Source: an optimization exercise on an open RTL-to-GDS flow (aim: small area, a short achievable clock period and few clock cycles). Production flows keep margins and buffers that such runs may drop. The RTL was checked by simulation tests, not by an equivalence proof against the original design. The clock port is modelled as an ideal driver, which makes a skipped or thinned clock tree look cheaper than it is; a real chip needs a root buffer or a tree.

==> module phdc_parser, before the edit <==
module phdc_parser (
  input  logic                      clk_i,
  input  logic                      rst_ni,
  input  logic                      step_i,
  input  logic                      idle_i,
  input  logic [7:0]                data_i,
  input  logic                      last_i,
  input  logic [phdc_pkg::WinW-1:0] window_limit_i,
  input  logic [phdc_pkg::LenW-1:0] payload_limit_i,
  output phdc_pkg::res_t            res_o
);
  localparam logic [1:0] PhHdr  = 2'd0;
  localparam logic [1:0] PhPay  = 2'd1;
  localparam logic [1:0] PhTail = 2'd2;
  localparam logic [1:0] PhPast = 2'd3;
  logic [1:0]      ph_q;
  logic [LenW-1:0] cnt_q;    
  logic [1:0]      bi_q;     
  logic            herr_q, perr_q;
  logic            l_q;
  logic [7:0]      b0_q, seq_q;
  logic [LenW-1:0] len_q;
  logic [31:0]     ts_q;
  logic [CrcW-1:0] hcrc_q;
  logic [CrcW-1:0] pc_q;     
  logic [2:0]      st_q;
  logic            chkd_q;
  logic            in_h, in_p, in_t;
  logic [3:0]      n;
  logic            p0, p1, p2l, pseq, pts, prx, pcrc, phc, hdr_last;
  logic [7:0]      ref_b;
  logic            mism;
  logic [CrcW-1:0] crc_in, crc_upd;
  logic [7:0]      crc_data;
  logic            crc_en, bi_en, pc_clr;
  logic            plast, len_nz, chk;
  assign in_h = (ph_q == PhHdr);
  assign in_p = (ph_q == PhPay);
  assign in_t = (ph_q == PhTail);
  assign n    = cnt_q[3:0];
  assign p0       = in_h && (n == 4'd0);
  assign p1       = in_h && (n == 4'd1);
  assign p2l      = in_h && (n == 4'd2) && l_q;
  assign pseq     = in_h && (l_q ? (n == 4'd3) : (n == 4'd2));
  assign pts      = in_h && (l_q ? (n >= 4'd4 && n <= 4'd7) : (n >= 4'd3 && n <= 4'd6));
  assign prx      = in_h && (l_q ? (n >= 4'd8) : (n >= 4'd7));
  assign pcrc     = in_h && (l_q ? (n <= 4'd7) : (n <= 4'd6));
  assign phc      = in_h && (l_q ? (n == 4'd7) : (n == 4'd6));
  assign hdr_last = prx && (bi_q == 2'd3);
  assign ref_b = pc_q[8*(3-bi_q) +: 8];
  assign mism  = (data_i != ref_b);
  assign crc_in   = ~pc_q;
  assign crc_data = p0 ? (data_i & FirstByteCrcMask) : data_i;
  phdc_crc8 u_crc8 (
    .crc_i  (crc_in),
    .data_i (crc_data),
    .crc_o  (crc_upd)
  );
  assign crc_en = pcrc || in_p;
  assign bi_en  = pts || prx || in_t;
  assign plast  = (cnt_q == len_q);
  assign len_nz = (len_q != '0);
  assign chk    = len_nz && !b0_q[5];
  logic nohdr, inc_a, typ0, winb, lenb, inc_b, herr_e, inc_c, perr_e;
  phdc_pkg::status_e status;
  assign nohdr  = in_h && (n <= 4'd5);
  assign inc_a  = in_h && (n <= 4'd9);
  assign typ0   = (b0_q[7:6] == 2'd0);
  assign winb   = (b0_q[4:0] > window_limit_i);
  assign lenb   = (len_q > payload_limit_i);
  assign inc_b  = in_h && (n == 4'd10) && l_q;
  assign herr_e = herr_q || (hdr_last && mism);
  assign inc_c  = (in_h && len_nz) || (in_p && (!plast || chk)) ||
                  (in_t && (bi_q != 2'd3));
  assign perr_e = perr_q || (in_t && mism);
  always_comb begin
    if (nohdr)                status = StNoHeader;
    else if (inc_a)           status = StInconsistent;
    else if (typ0)            status = StType;
    else if (winb)            status = StWindow;
    else if (lenb)            status = StLength;
    else if (inc_b)           status = StInconsistent;
    else if (herr_e)          status = StCrc;
    else if (inc_c)           status = StInconsistent;
    else if (chk && perr_e)   status = StCrc;
    else                      status = StOk;
  end
  logic checked;
  assign checked = chk && !(nohdr || inc_a || typ0 || winb || lenb || inc_b ||
                            herr_e || inc_c);
  always_ff @(posedge clk_i or negedge rst_ni) begin
    if (!rst_ni) begin
      ph_q  <= PhHdr;
      cnt_q <= 15'd0;
      bi_q  <= 2'd0;
    end else if (step_i) begin
      if (last_i) begin
        ph_q  <= PhHdr;
        cnt_q <= 15'd0;
        bi_q  <= 2'd0;
      end else begin
        if (bi_en) bi_q <= bi_q + 2'd1;
        if (hdr_last) begin
          cnt_q <= 15'd1;
        end else if (in_h || in_p) begin
          cnt_q <= cnt_q + 15'd1;
        end
        if (hdr_last) ph_q <= len_nz ? PhPay : PhPast;
        if (in_p && plast) ph_q <= chk ? PhTail : PhPast;
        if (in_t && bi_q == 2'd3) ph_q <= PhPast;
      end
    end
  end
  assign pc_clr = (idle_i && in_h && n == 4'd0) ||
                  (step_i && (hdr_last || (last_i && !checked)));
  always_ff @(posedge clk_i) begin
    if (idle_i && in_h && n == 4'd0) begin
      len_q  <= '0;
      seq_q  <= '0;
      ts_q   <= '0;
      hcrc_q <= '0;
    end else if (step_i) begin
      if (pseq) seq_q <= data_i;
      for (int b = 0; b < 4; b++) begin
        if (pts && bi_q == 2'(b)) ts_q[8*b +: 8] <= data_i;
      end
      if (phc) hcrc_q <= ~crc_upd;
      if (p1) len_q[14:8] <= data_i[7] ? data_i[6:0] : 7'd0;
      if (p1 || p2l) len_q[7:0] <= (p1 && data_i[7]) ? 8'h00 : {!p1 && data_i[7], data_i[6:0]};
    end
  end
  always_ff @(posedge clk_i) begin
    if (pc_clr)                 pc_q <= '0;
    else if (step_i && crc_en)  pc_q <= ~crc_upd;
  end
  always_ff @(posedge clk_i) begin
    if (step_i) begin
      if (p0) b0_q <= data_i;
      if (p1) l_q <= data_i[7];
      herr_q <= (!p0 && herr_q) || (prx && mism);
      perr_q <= (!p0 && perr_q) || (in_t && mism);
      if (last_i) begin
        st_q   <= status;
        chkd_q <= checked;
      end
    end
  end
  always_comb begin
    res_o.status              = phdc_pkg::status_e'(st_q);
    res_o.pkt_type            = b0_q[7:6];
    res_o.truncated           = b0_q[5];
    res_o.window              = b0_q[4:0];
    res_o.payload_length      = len_q;
    res_o.seqnum              = seq_q;
    res_o.timestamp           = ts_q;
    res_o.header_crc          = hcrc_q;
    res_o.payload_crc         = pc_q;
    res_o.payload_crc_checked = chkd_q;
  end
endmodule
export LEC_CHECK = 0
export CAP_MARGIN = 20
export CORE_MARGIN = 2
export CORE_UTILIZATION = 70
export CTS_BUF_LIST = sky130_fd_sc_hd__clkbuf_8
export SETUP_SLACK_MARGIN = 0.5
export SLEW_MARGIN = 20
create_clock -name core_clock -period 11.0 [get_ports {clk_i}]
standard.sh (not shown) runs the stock make flow with config.mk's settings and CLKGATE_MAP_FILE= SYNTH_SCRIPT=/design/flow/synth_recipe.tcl, a recipe that flattens the netlist after the stock synthesis.
==> flow/flow/run.sh <==
#!/bin/bash
# Standard ORFS layout (standard.sh, with the standard synthesis), except:
#  - the port buffers are made from the smallest buffer cell;
#  - extra ORFS make variables for the layout steps from flow/make_vars.txt;
#  - flow/clock_tree.tcl builds the clock tree (the clock port drives four
#    mid inverters, each driving two leaf inverters, each leaf driving one
#    cluster of flip-flops) in place of ORFS's
#    CTS step, then repairs timing as that step does; make then carries on
#    from its result with global routing.
# The clock period and constraints are the design's (constraint.sdc as given).
# Each tool run writes its full output to its own log in this folder.
set -euo pipefail
MARGIN=$(cat flow/setup_margin.txt)
EXTRA=""
if [[ -f flow/make_vars.txt ]]; then
  EXTRA="$(cat flow/make_vars.txt)"
fi
export BUFFER_PORTS_ARGS="-buffer_cell sky130_fd_sc_hd__buf_1"
sed -E "s/SETUP_SLACK_MARGIN=[^ ]+/SETUP_SLACK_MARGIN=${MARGIN} ${EXTRA}/" standard.sh > standard_tuned.sh
bash standard.sh synth > synth_make.log 2>&1
bash standard_tuned.sh place > place_make.log 2>&1
export RESULTS="$PWD/orfs/results/${FLOW_PLATFORM}/packet_header_decoder_crc32_top/base"
export PLATFORM_DIR="$FLOW_HOME/platforms/${FLOW_PLATFORM}"
export LIB_FILE="$PLATFORM_DIR/lib/sky130_fd_sc_hd__tt_025C_1v80.lib"
export SETUP_MARGIN="$MARGIN"
export DONT_USE_CELLS="$(make -s -C "$FLOW_HOME" DESIGN_CONFIG="$PWD/config.mk" print-DONT_USE_CELLS 2> dont_use.log | sed -n 's/^DONT_USE_CELLS *[:=]* *//p')"
export NLEAF=$(cat flow/clock_leaves.txt)
export LEAF_BUF=$(cat flow/clock_leaf.txt)
export MID_FANOUT=2
export ROOT_BUF=$(cat flow/clock_root.txt)
openroad -no_init -exit flow/clock_tree.tcl > clock_tree.log 2>&1
bash standard_tuned.sh > layout_make.log 2>&1
Other scripts of this flow, unchanged in this note and not shown: flow/flow/clock_leaf.txt, flow/flow/clock_leaves.txt, flow/flow/clock_root.txt, flow/flow/clock_tree.tcl, flow/flow/make_vars.txt, flow/flow/setup_margin.txt
Testbench counts at the start, summed over its fixed seeds: cycles 160,438.
Change:
--- a/flow/design.v
+++ b/flow/design.v
@@ -82,13 +82,13 @@
   logic [CrcW-1:0] pc_q;     
   logic [2:0]      st_q;
   logic            chkd_q;
   logic            in_h, in_p, in_t;
   logic [3:0]      n;
   logic            p0, p1, p2l, pseq, pts, prx, pcrc, phc, hdr_last;
-  logic [7:0]      ref_b;
+  logic [7:0]      dz, ref_b;
   logic            mism;
   logic [CrcW-1:0] crc_in, crc_upd;
   logic [7:0]      crc_data;
   logic            crc_en, bi_en, pc_clr;
   logic            plast, len_nz, chk;
   assign in_h = (ph_q == PhHdr);
@@ -115,12 +115,13 @@
   );
   assign crc_en = pcrc || in_p;
   assign bi_en  = pts || prx || in_t;
   assign plast  = (cnt_q == len_q);
   assign len_nz = (len_q != '0);
   assign chk    = len_nz && !b0_q[5];
+  assign dz = p0 ? 8'h00 : data_i;
   logic nohdr, inc_a, typ0, winb, lenb, inc_b, herr_e, inc_c, perr_e;
   phdc_pkg::status_e status;
   assign nohdr  = in_h && (n <= 4'd5);
   assign inc_a  = in_h && (n <= 4'd9);
   assign typ0   = (b0_q[7:6] == 2'd0);
   assign winb   = (b0_q[4:0] > window_limit_i);
@@ -168,35 +169,26 @@
       end
     end
   end
   assign pc_clr = (idle_i && in_h && n == 4'd0) ||
                   (step_i && (hdr_last || (last_i && !checked)));
   always_ff @(posedge clk_i) begin
-    if (idle_i && in_h && n == 4'd0) begin
-      len_q  <= '0;
-      seq_q  <= '0;
-      ts_q   <= '0;
-      hcrc_q <= '0;
-    end else if (step_i) begin
-      if (pseq) seq_q <= data_i;
-      for (int b = 0; b < 4; b++) begin
-        if (pts && bi_q == 2'(b)) ts_q[8*b +: 8] <= data_i;
-      end
-      if (phc) hcrc_q <= ~crc_upd;
-      if (p1) len_q[14:8] <= data_i[7] ? data_i[6:0] : 7'd0;
-      if (p1 || p2l) len_q[7:0] <= (p1 && data_i[7]) ? 8'h00 : {!p1 && data_i[7], data_i[6:0]};
-    end
-  end
-  always_ff @(posedge clk_i) begin
     if (pc_clr)                 pc_q <= '0;
     else if (step_i && crc_en)  pc_q <= ~crc_upd;
   end
   always_ff @(posedge clk_i) begin
     if (step_i) begin
       if (p0) b0_q <= data_i;
       if (p1) l_q <= data_i[7];
+      if (p0 || p1) len_q[14:8] <= dz[7] ? dz[6:0] : 7'd0;
+      if (p0 || p1 || p2l) len_q[7:0] <= (p1 && data_i[7]) ? 8'h00 : {dz[7] && !p1, dz[6:0]};
+      if (p0 || pseq) seq_q <= dz;
+      for (int b = 0; b < 4; b++) begin
+        if (p0 || (pts && bi_q == 2'(b))) ts_q[8*b +: 8] <= dz;
+      end
+      if (p0 || phc) hcrc_q <= p0 ? 32'h0 : ~crc_upd;
       herr_q <= (!p0 && herr_q) || (prx && mism);
       perr_q <= (!p0 && perr_q) || (in_t && mism);
       if (last_i) begin
         st_q   <= status;
         chkd_q <= checked;
       end
Sequential share of layout area rises by 7.1 points.
Via count goes down by 13%.
Routed wire length is lower by 5.5%.
Flip-flop and latch count is unchanged.
Cell area rose by 3.6%.
Testbench counts after the change, summed over its fixed seeds: cycles 160,438.
No run of this note takes its clock network from TritonCTS; it comes from the design's own scripts or RTL.

==> separate check: timing with driven ports <==
The results above use ideal ports. As a check the final layouts listed here were re-extracted and re-timed, cells and wires unchanged.
Step 1 assumes that a clkbuf_16 drives the clock port and a buf_2 every other input.
Step 2, shift: input delay + t, output delay - t, t = (earliest + latest rising clock arrival at the registers) / 2. This alone moves slack from input paths to output paths.
a / b / c = ideal / step 1 / step 2; a / b = the first two.
run | shift t [ns] | setup WS [ns] | worst setup path at the end | worst register clock-pin slew, ns | worst slew at a driven data input, ns
the first run | 0.288 | 8.025 / 7.890 / 7.857 | input to register | 0.09 / 0.09 | 0.04
the second run | 0.293 | 8.018 / 7.871 / 7.875 | input to register | 0.09 / 0.09 | 0.07
After both steps setup and hold are still met in every run listed. The setup slack of the first run, which loses most, moves by -0.135 ns with the drivers and by -0.168 ns with both steps.
